This design comes from an exercise in tuning for small area, a short achievable clock period and few clock cycles per item on the open sky130 flow, not from production work.
The RTL was checked by simulation tests, not by an equivalence proof against the original design.
Power and IR drop assume default switching activity.

Setup of indigo:
// execute_stage
module execute_stage #(
    parameter int XLEN = ex_stage_pkg::XLEN_DEFAULT
) (
    input  logic                   clk,
    input  logic                   reset,
    input  logic                   execute_enable,
    input  logic                   flush,
    input  ex_stage_pkg::instr_t   instruction,
    input  logic [XLEN-1:0]        pc,
    input  logic [XLEN-1:0]        reg_a,
    input  logic [XLEN-1:0]        reg_b,
    input  rv_isa_pkg::opcode_t    op_code,
    input  rv_isa_pkg::alu_op_t    alu_op,
    input  logic                   word_op,
    input  logic [XLEN-1:0]        immed,
    input  rv_isa_pkg::jump_cond_t jump_if,
    input  logic                   jump_absolute,
    output logic [XLEN-1:0]        alu_data_out,
    output logic [XLEN-1:0]        jump_pc,
    output logic                   jump_taken,
    output logic                   execute_done
);
For scale: about 3400 cells after synthesis, about 440 I/O pins, roughly 20000 um^2 of cells after synthesis.
export LEC_CHECK = 0
export ABC_AREA = 1
export CAP_MARGIN = 40
export CORE_MARGIN = 2
export CORE_UTILIZATION = 30
export GPL_ROUTABILITY_DRIVEN = 0
export PLACE_DENSITY = 0.75
export SETUP_SLACK_MARGIN = 3.7
export SLEW_MARGIN = 30
create_clock -name core_clock -period 9.0 [get_ports {clk}]
standard.sh (not shown) runs the stock make flow with config.mk's settings and CLKGATE_MAP_FILE= SYNTH_SCRIPT=/design/flow/synth_recipe.tcl, a recipe that flattens the netlist after the stock synthesis.
==> flow/flow/run.sh <==
#!/bin/bash
# Standard layout, with the smallest buffer on the ports instead of the tool's pick.
set -euo pipefail
export BUFFER_PORTS_ARGS="-buffer_cell sky130_fd_sc_hd__buf_1"
bash standard.sh > standard.log 2>&1
Testbench counts of indigo, summed over its fixed seeds: cycles 3,208, items 3,200.
For lagoon, these inputs were changed with respect to indigo:
Settings: SETUP_SLACK_MARGIN: 3.7 -> 4; GPL_ROUTABILITY_DRIVEN: 0 -> unset; PLACE_DENSITY: 0.75 -> unset; CORE_UTILIZATION: 30 -> 40.
Results
- Having completed the whole flow, lagoon delivered a layout that passed the timing, DRC and antenna checks.
- Taking lagoon as 1.0, indigo lands at 0.926 on logic depth of the worst setup path including buffers.
- Compared to indigo, lagoon has number of buffers inserted to repair setup after CTS 34 higher.
- indigo -> lagoon: met3 wirelength from detailed routing decreased by a few percent
- In the floorplan summary, lagoon is listed with a die area less than that of indigo.
- lagoon vs. indigo: total vias in the final route went down by 1.4%.
- For the total track usage, lagoon came in 11 points higher than indigo did.
- In the final reports, the cell area of lagoon is larger than that of indigo.
- Summary: with indigo as the reference, power after layout in lagoon moved up by a few percent.
- The run with more routed wire is lagoon, not indigo.
- | wire length of the first global-routing pass | indigo vs lagoon | ≈ equal |
- Sort indigo and lagoon by non-clock buffer count desc -> top: lagoon
diff inputs: lagoon => xenon
Settings: a change of CORE_UTILIZATION from 40 to 22; a change of SETUP_SLACK_MARGIN from 4 to 3.7.
### Flow results
xenon went all the way through the flow, and no timing, DRC or antenna check failed. Between lagoon and xenon, total number of tap cells increased. Relative to lagoon, number of optimization iterations in the first detailed-route pass has increased by 2 in xenon. xenon vs lagoon on portion of total power attributed to sequential cells: xenon is the higher one.

Setup of build 66:
Starting RTL as in the previous note.
Settings: LEC_CHECK=0, ABC_AREA=1, CAP_MARGIN=40, CORE_MARGIN=2, CORE_UTILIZATION=30, PLACE_DENSITY=0.9, SETUP_SLACK_MARGIN=3.7, SLEW_MARGIN=30; clock period 9.0 ns.
Scripts as last shown in full above: flow/flow/run.sh
Build 66 reached the final stage; the timing, DRC and antenna checks on its layout passed.
Testbench counts of build 66, summed over its fixed seeds: cycles 3,208, items 3,200.
Relative to build 66, the following input files were edited for build 30:
Settings: SETUP_SLACK_MARGIN: 3.7 -> 4; PLACE_DENSITY: 0.9 -> unset; SLEW_MARGIN: 30 -> 20; CAP_MARGIN: 40 -> 20.
--- outcome ---
- Compared with build 66, in build 30 number of buffers other than clock buffers in the final layout moved up, depth of the critical timing path with buffers and inverters included moved up.
- Clock distribution area overhead in the final layout across build 66 and build 30: no real change.
- Build 66 has a lower fmax than build 30.
- Summary — final instance area, build 30 relative to build 66: higher, by about 6.4%.
- Build 30 ends up with a clock network power share that is 1.1 points lower than in build 66.
- Build 66 vs build 30, destination of the critical timing path: result_q[13]$_DFF_P_ vs result_q[33]$_DFF_P_
- Non-clock buffer share of cell area in build 30 is 1.7 points above build 66.
- Build 30 against build 66: delay of the slowest cell on the worst path decreased by 0.10 ns relative to the old numbers; first-pass GRT wire length increased by about 2% relative to the old numbers.
Here is what was changed in the inputs of build 86 compared with build 30.
Settings: a change of SETUP_SLACK_MARGIN from 4 to 3.3; a change of CAP_MARGIN from 20 to 40; a change of SLEW_MARGIN from 20 to 30.
Results
Looking at the reports, build 86 completed the entire flow and the layout it produced met the timing, DRC and antenna checks. Worst hold slack is higher on build 30. Comparing build 30 and build 86, proportion of layout cells with a drive suffix above 1 is higher on build 30. Final cell area: build 86 below build 30. Any difference in number of placed cells counting well taps between build 30 and build 86 is small enough to ignore. Of build 30 and build 86, the run reporting the higher wire length of the first global-routing pass was build 30. On global-route usage over all layers: between build 30 and build 86, it ends up higher for build 30. Re worst slew margin relative to its limit: build 30 and build 86 aren't equal, and the higher value belongs to build 86.

## run A
Starting RTL as in the previous note.
clock: 9.0 ns
lec_check: 0
abc_area: 1
cap_margin: 40
core_margin: 2
core_utilization: 30
setup_slack_margin: 4
slew_margin: 30
==> flow/flow/run.sh <==
#!/bin/bash
# Standard layout, with the smallest buffer on the ports instead of the tool's
# pick, and power recovery (downsizing cells off the critical paths) after
# global routing.
set -euo pipefail
export BUFFER_PORTS_ARGS="-buffer_cell sky130_fd_sc_hd__buf_1"
export RECOVER_POWER=100
bash standard.sh > standard.log 2>&1
| run A | all stages done | FAIL | capacitance limit, slew limit |
Testbench counts of run A, summed over its fixed seeds: cycles 3,208, items 3,200.
#### Input delta (run B over run A)
- PLACE_DENSITY newly set to 0.75
- SETUP_SLACK_MARGIN changed from 4 to 3.55
==> flow/flow/run.sh <==
#!/bin/bash
# Standard layout, with the smallest buffer on the ports instead of the tool's pick.
set -euo pipefail
export BUFFER_PORTS_ARGS="-buffer_cell sky130_fd_sc_hd__buf_1"
bash standard.sh > standard.log 2>&1
Run B was carried through to the last stage, and its layout satisfied the timing, DRC and antenna checks.
Between run B and run A, total power is lower for run B, run A comes in above that.
Part of the power in combinational logic on run B is down relative to run A.
[run B vs run A] register share of the cell area: higher in run B
[diff] total routed wirelength, run B relative to run A: improvement
Synthesis-to-layout area growth was lower in run B than in run A.
In the metrics for run B and run A, the one carrying the higher power density relative to cell area is run B.
Run B vs run A, global-route usage over all layers went down by 1.3 points.
Here is what was changed in the inputs of run C compared with run B.
- SETUP_SLACK_MARGIN now 3.7, was 3.55
Results
- Run C completed end to end with timing, DRC and antenna clean.
- From run C to run B, synthesized area divided by synthesized cell count did not move at all.
- Between run C and run B, it is run C whose wire length on met2 is higher, by 2.8%.
- Delta (run C minus run B): final worst setup slack has increased; final critical-path required period has decreased; routed metal-1 wirelength has increased; final total power has remained practically unchanged.

willow:
execute_stage again, from the RTL that the note above started with.
clock: 9.0 ns
lec_check: 0
abc_area: 1
cap_margin: 40
core_margin: 2
core_utilization: 30
setup_slack_margin: 4
slew_margin: 30
==> flow/flow/run.sh <==
#!/bin/bash
# Standard layout, with the smallest buffer on the ports instead of the tool's
# pick, and timing repair left to the global-route stage (skipped after CTS).
set -euo pipefail
export BUFFER_PORTS_ARGS="-buffer_cell sky130_fd_sc_hd__buf_1"
export SKIP_CTS_REPAIR_TIMING=1
bash standard.sh > standard.log 2>&1
Testbench counts of willow, summed over its fixed seeds: cycles 3,208, items 3,200.
What tundra does differently from willow at the input level:
- SETUP_SLACK_MARGIN changed from 4 to 3.7
==> flow/flow/run.sh <==
#!/bin/bash
# Standard layout, with the smallest buffer on the ports instead of the tool's pick.
set -euo pipefail
export BUFFER_PORTS_ARGS="-buffer_cell sky130_fd_sc_hd__buf_1"
bash standard.sh > standard.log 2>&1
Findings:
Per the comparison of tundra with willow, overall power of the completed layout lower, instance area after placement shows a reduction of about 0.46%, final area has decreased.
Here is what was changed in the inputs of fjord compared with tundra.
- an added TNS_END_PERCENT of 10
==> comparison <==
- tundra -> fjord: number of maximum-capacitance constraint violations delta 0, exact match
- Compared fjord vs tundra, and power after layout is up in fjord.
- Switching portion of total power: fjord lower than tundra
> inputs changed (fjord -> violet)
- changing SETUP_SLACK_MARGIN from 3.7 to 4
- removing TNS_END_PERCENT (formerly 10)
## What came out
- violet reached the end of the flow, and the finished layout is clean on the timing, DRC and antenna checks.
- fjord → violet: sum of internal, switching and leakage power picked up an extra about 5%; peak supply drop lost 0.000017 V; met3 track utilization from global routing neither gained nor lost much.
- | worst hold slack | violet vs fjord | ≈ equal |
- On combinational cell fraction of total power: violet sits above fjord.
- violet drops more vias than fjord.
- Taking fjord as the reference, in violet shortest clock period the worst path allows after layout shows a reduction of 0.21 ns, fraction of the cycle the final worst path needs shows a reduction of 2.3 points, part of the power in the clock network shows a reduction of 1.4 points.

== raven ==
execute_stage, a different RTL version from the one above (not shown whole).
Settings: LEC_CHECK=0, ABC_AREA=1, CAP_MARGIN=40, CORE_MARGIN=2, CORE_UTILIZATION=30, SETUP_SLACK_MARGIN=3, SLEW_MARGIN=30; clock period 9.0 ns.
run.sh (not shown) runs the stock make flow with config.mk's settings and CLKGATE_MAP_FILE= SYNTH_SCRIPT=/design/flow/synth_recipe.tcl, a recipe that flattens the netlist after the stock synthesis.
Stock flow here: none of the scripts above is used.
Every stage of the flow completed for raven, and the final layout passed the timing, DRC and antenna checks.
Testbench counts of raven, summed over its fixed seeds: cycles 3,208, items 3,200.
### raven -> amber
# raven
export LEC_CHECK = 0
export ABC_AREA = 1
export CAP_MARGIN = 40
export CORE_MARGIN = 2
export CORE_UTILIZATION = 30
export SETUP_SLACK_MARGIN = 3
export SLEW_MARGIN = 30
create_clock -name core_clock -period 9.0 [get_ports {clk}]
# amber
export LEC_CHECK = 0
export ABC_AREA = 1
export CAP_MARGIN = 40
export CORE_MARGIN = 2
export CORE_UTILIZATION = 30
export SLEW_MARGIN = 30
create_clock -name core_clock -period 9.0 [get_ports {clk}]
==> notes.md <==
- amber closes out successfully: all stages finished, all timing, DRC and antenna checks passed.
- Area: amber vs raven -> amber smaller
- raven → amber: total chip power moved down; post-layout net count lower; met1 wire length ~0 delta; filler-free cell count of the finished design lower; leakage power went down by 1.5%.
- amber vs. raven: data arrival time of the critical path went up by 1590 ps.

execute_stage, a different RTL version from the one above (not shown whole).
Size in the first run: ~3500 cells after synthesis, ~130 flip-flops, roughly 440 I/O pins.
export LEC_CHECK = 0
export ABC_AREA = 1
export CAP_MARGIN = 40
export CORE_MARGIN = 2
export CORE_UTILIZATION = 30
export PLACE_DENSITY = 0.75
export SETUP_SLACK_MARGIN = 3.7
export SLEW_MARGIN = 30
create_clock -name core_clock -period 9.0 [get_ports {clk}]
standard.sh (not shown) runs the stock make flow with config.mk's settings and CLKGATE_MAP_FILE= SYNTH_SCRIPT=/design/flow/synth_recipe.tcl, a recipe that flattens the netlist after the stock synthesis.
==> flow/flow/run.sh <==
#!/bin/bash
# Standard layout, with the smallest buffer on the ports instead of the tool's pick.
set -euo pipefail
export BUFFER_PORTS_ARGS="-buffer_cell sky130_fd_sc_hd__buf_1"
bash standard.sh > standard.log 2>&1
Testbench counts at the start, summed over its fixed seeds: cycles 3,208, items 3,200.
Rerun with:
- PLACE_DENSITY: 0.75 -> unset
=>
- final area came out lower by 0.61%
- maximum frequency climbs by 3.3%
- non-clock buffer count shrinks by 2
- power climbs by 1.8%

[port drivers added, routing unchanged]
The flow's constraints put no driver on any port. The routed layouts listed below were extracted and timed again, unchanged, in two steps. Step 1 assumes that a clkbuf_16 drives the clock port and a buf_2 every other input. Step 2 adds t to the input delays and takes it off the output delays; t is the mean of the earliest and latest rising clock arrival at the registers after step 1. Input paths then give back, and output paths get back, about the clock's delay inside the block. a / b / c = ideal ports / drivers / drivers and shift; a / b = the first two.
| run | shift t [ns] | slack for setup (ns) | latest minus earliest clock arrival (ns) | cell pins on the clock port's net |
|---|---|---|---|---|
| indigo | 0.557 | 3.656 / 3.689 / 3.131 | 0.021 / 0.021 | 1 |
| lagoon | 0.568 | 3.762 / 3.800 / 3.232 | 0.016 / 0.016 | 1 |
| xenon | 0.565 | 3.744 / 3.768 / 3.203 | 0.012 / 0.012 | 1 |
| build 66 | 0.550 | 3.663 / 3.683 / 3.133 | 0.012 / 0.013 | 1 |
| build 30 | 0.575 | 3.861 / 3.894 / 3.319 | 0.018 / 0.018 | 1 |
| build 86 | 0.568 | 3.424 / 3.464 / 2.896 | 0.020 / 0.020 | 1 |
| run A | 0.567 | 1.864 / 1.873 / 1.307 | 0.021 / 0.021 | 1 |
| run B | 0.569 | 3.515 / 3.539 / 2.970 | 0.016 / 0.017 | 1 |
| run C | 0.560 | 3.713 / 3.743 / 3.183 | 0.029 / 0.029 | 1 |
| willow | 0.565 | 3.873 / 3.873 / 3.308 | 0.020 / 0.020 | 1 |
| tundra | 0.570 | 3.710 / 3.750 / 3.180 | 0.023 / 0.023 | 1 |
| fjord | 0.557 | 3.659 / 3.705 / 3.148 | 0.014 / 0.014 | 1 |
| violet | 0.565 | 3.864 / 3.861 / 3.296 | 0.019 / 0.018 | 1 |
| raven | 0.548 | 3.079 / 3.122 / 2.574 | 0.015 / 0.015 | 1 |
| amber | 0.552 | 1.555 / 1.598 / 1.046 | 0.015 / 0.016 | 1 |
| the first run of note 6 | 0.554 | 3.585 / 3.622 / 3.068 | 0.013 / 0.013 | 1 |
| the second run of note 6 | 0.576 | 3.759 / 3.796 / 3.220 | 0.017 / 0.018 | 1 |
The setup slack of violet, which loses most, moves by -0.003 ns with the drivers and by -0.568 ns with both steps.
